This design comes from an exercise in tuning for small area on the open sky130 flow, not from production work. The RTL was checked by simulation tests, not by an equivalence proof against the original design. Power figures rest on the tool's default switching activity, not on a simulated workload.

Design ps2_keyboard_rx, start of the top module:
module ps2_keyboard_rx #(
    parameter int unsigned FILTER_LEN     = 16,
    parameter int unsigned TIMEOUT_CYCLES = 50000,
    parameter int unsigned FIFO_DEPTH     = 8,
    parameter int unsigned CHECK_PARITY   = 1,
    parameter int unsigned REPEAT_FILTER  = 1
) (
    input  logic         c50,
    input  logic         reset,
    input  logic         ps2_clk,
    input  logic         ps2_dat,
    output logic         evt_valid,
    input  logic         evt_ready,
    output logic [9:0]   evt_data,
    output logic [511:0] key_down,
    output logic [511:0] make_sticky,
    output logic [511:0] break_sticky,
    input  logic         clr_make,
    input  logic         clr_break,
    input  logic         clr_status,
    output logic [23:0]  last_seq,
    output logic         frame_err,
    output logic         overflow
);
    localparam int unsigned AW = $clog2(FIFO_DEPTH);
    logic       w_byte_valid;
    logic [7:0] w_byte;
    logic       w_frame_err;
    ps2_frame_rx #(
        .FILTER_LEN     (FILTER_LEN),
        .TIMEOUT_CYCLES (TIMEOUT_CYCLES),
  ...
Size in the first run: about 6700 cells after synthesis, roughly 1600 I/O pins, roughly 71000 um^2 of cells after synthesis.
clock: 10.0 ns
lec_check: 0
cap_margin: 20
core_area: 10 10 550 550
die_area: 0 0 560 560
slew_margin: 20
standard.sh (not shown) runs the stock make flow with config.mk's settings and CLKGATE_MAP_FILE= SYNTH_SCRIPT=/design/flow/synth_recipe.tcl, a recipe that flattens the netlist after the stock synthesis.
==> flow/flow/run.sh <==
#!/bin/bash
# Standard layout, with the smallest buffer on the ports.
set -e
cp standard.sh my_standard_copy.sh.txt 2>/dev/null || true
export BUFFER_PORTS_ARGS="-buffer_cell sky130_fd_sc_hd__buf_1"
bash standard.sh > standard.log 2>&1
Edit:
==> flow/flow/run.sh (replaced) <==
#!/bin/bash
# Standard layout (the standard.sh) with three changes made through ORFS variables:
# the smallest buffer on the ports, larger clock-sink clusters without dummy loads, and
# power recovery (downsizing of cells off the critical paths) after global routing.
set -e
export BUFFER_PORTS_ARGS="-buffer_cell sky130_fd_sc_hd__buf_1"
export CTS_ARGS="-sink_clustering_enable -repair_clock_nets -sink_clustering_size 30 -sink_clustering_max_diameter 80 -dont_use_dummy_load"
export RECOVER_POWER=100
bash standard.sh > standard.log 2>&1
- SYNTH_HIERARCHICAL: unset -> 1
Result: This time the run completed and failed the layout checks on max-capacitance violations, max-slew violations; via count is lower by 13%; sequential share of layout area grows by 4.9 points; wire length drops by 37%; die area stays the same.


ps2_keyboard_rx, a different RTL version from the one above (not shown whole).
For scale: about 4000 cells after synthesis, ~1600 I/O pins.
clock: 10.0 ns
lec_check: 0
cap_margin: 20
core_area: 10 10 550 550
die_area: 0 0 560 560
slew_margin: 35
synth_hierarchical: 1
==> flow/flow/run.sh <==
#!/bin/bash
# Standard layout (the standard.sh) with these changes:
#  - after the standard synthesis, every combinational cell is set to its smallest drive
#    strength (flow/downsize.py); the repair steps of the layout size up where needed;
#  - the smallest buffer on the ports;
#  - larger clock-sink clusters without dummy loads;
set -e
export BUFFER_PORTS_ARGS="-buffer_cell sky130_fd_sc_hd__buf_1"
export CTS_ARGS="-sink_clustering_enable -repair_clock_nets -sink_clustering_size 30 -sink_clustering_max_diameter 80 -dont_use_dummy_load"
RES=orfs/results/sky130hd/ps2_keyboard_rx/base
bash standard.sh synth > standard_synth.log 2>&1
python3 flow/downsize.py "$FLOW_HOME/platforms/sky130hd/lib/sky130_fd_sc_hd__tt_025C_1v80.lib" "$RES/1_2_yosys.v" > downsize.log 2>&1
rm -f "$RES/1_synth.odb" "$RES/1_synth.sdc"
bash standard.sh > standard.log 2>&1
==> flow/flow/downsize.py <==
#!/usr/bin/env python3
"""Give every combinational cell of the synthesized netlist the smallest drive strength of
its kind (same function and pins), leaving flip-flops alone. The placement and timing
repair steps that follow size cells up again where slew, load or timing need it.
usage: downsize.py LIBERTY NETLIST  (NETLIST is rewritten in place)"""
import re
import sys

lib, net = sys.argv[1], sys.argv[2]
text = open(lib).read()
area = {}
for name, a in re.findall(r'cell\s*\(\s*"?(sky130_fd_sc_hd__\w+)"?\s*\)\s*\{.*?\barea\s*:\s*([\d.]+)', text, re.S):
    area[name] = float(a)
kinds = {}
for name in area:
    m = re.match(r'(sky130_fd_sc_hd__\w+?)_(\d+)$', name)
    if m:
        kinds.setdefault(m.group(1), []).append(name)
skip = re.compile(r'sky130_fd_sc_hd__(s?e?df|dl|lpflow|probe|tap|fill|decap|conb|clk)')
best = {}
for kind, names in kinds.items():
    if skip.match(kind + '_'):
        continue
    small = min(names, key=lambda n: (area[n], n))
    for n in names:
        if n != small and area[small] < area[n]:
            best[n] = small
v = open(net).read()
count = 0
def sub(m):
    global count
    if m.group(1) in best:
        count += 1
        return best[m.group(1)] + m.group(2)
    return m.group(0)
v = re.sub(r'\b(sky130_fd_sc_hd__\w+)(\s+\S+\s*\()', sub, v)
open(net, 'w').write(v)
print(f'downsized {count} cells')
The starting point ran to the end with no violations.
==> next run, changes <==
--- a/flow/config.mk
+++ b/flow/config.mk
@@ -9,4 +9,4 @@
 export CORE_AREA = 10 10 550 550
 export DIE_AREA = 0 0 560 560
-export SLEW_MARGIN = 35
+export SLEW_MARGIN = 50
 export SYNTH_HIERARCHICAL = 1
What happened:
- wire length is about the same
- die area is unchanged
- power increases by about 0.6%
- worst setup slack is better by 610 ps
- design area increases by 0.81%
- cell count increases by about 0.4%
- core utilization increases by 0.20 points
- count of clock-buffer cells in the layout increases by 3
- hold slack is better by 3.9 ps
- synthesized cell count does not change

==> port drivers added, routing unchanged <==
In the flow no input, the clock included, has a driving cell. The finished layouts below were timed again as built, in two steps. Step 1, drivers: a clkbuf_16 drives c50 and a buf_2 each remaining input, both assumed. Step 2 adds t to the input delays and takes it off the output delays; t is the mean of the earliest and latest rising clock arrival at the registers after step 1. Input paths then give back, and output paths get back, about the clock's delay inside the block. a / b / c = ideal / step 1 / step 2; a / b = the first two.
run | t (ns) | setup slack, ns | worst hold slack (ns)
the first run of note 1 | 0.984 | 1.973 / 1.973 / 1.066 | 0.378 / 0.378 / 0.378
the second run of note 1 | 0.904 | 1.218 / 1.239 / 0.397 | 0.420 / 0.420 / 0.420
the first run of note 2 | 0.893 | 1.744 / 1.744 / 1.047 | 0.416 / 0.416 / 0.416
the second run of note 2 | 0.898 | 2.351 / 2.426 / 1.527 | 0.420 / 0.420 / 0.420
For the first run of note 1, which loses most, drivers alone change the setup slack by 0.000 ns; drivers and shift together by -0.907 ns.
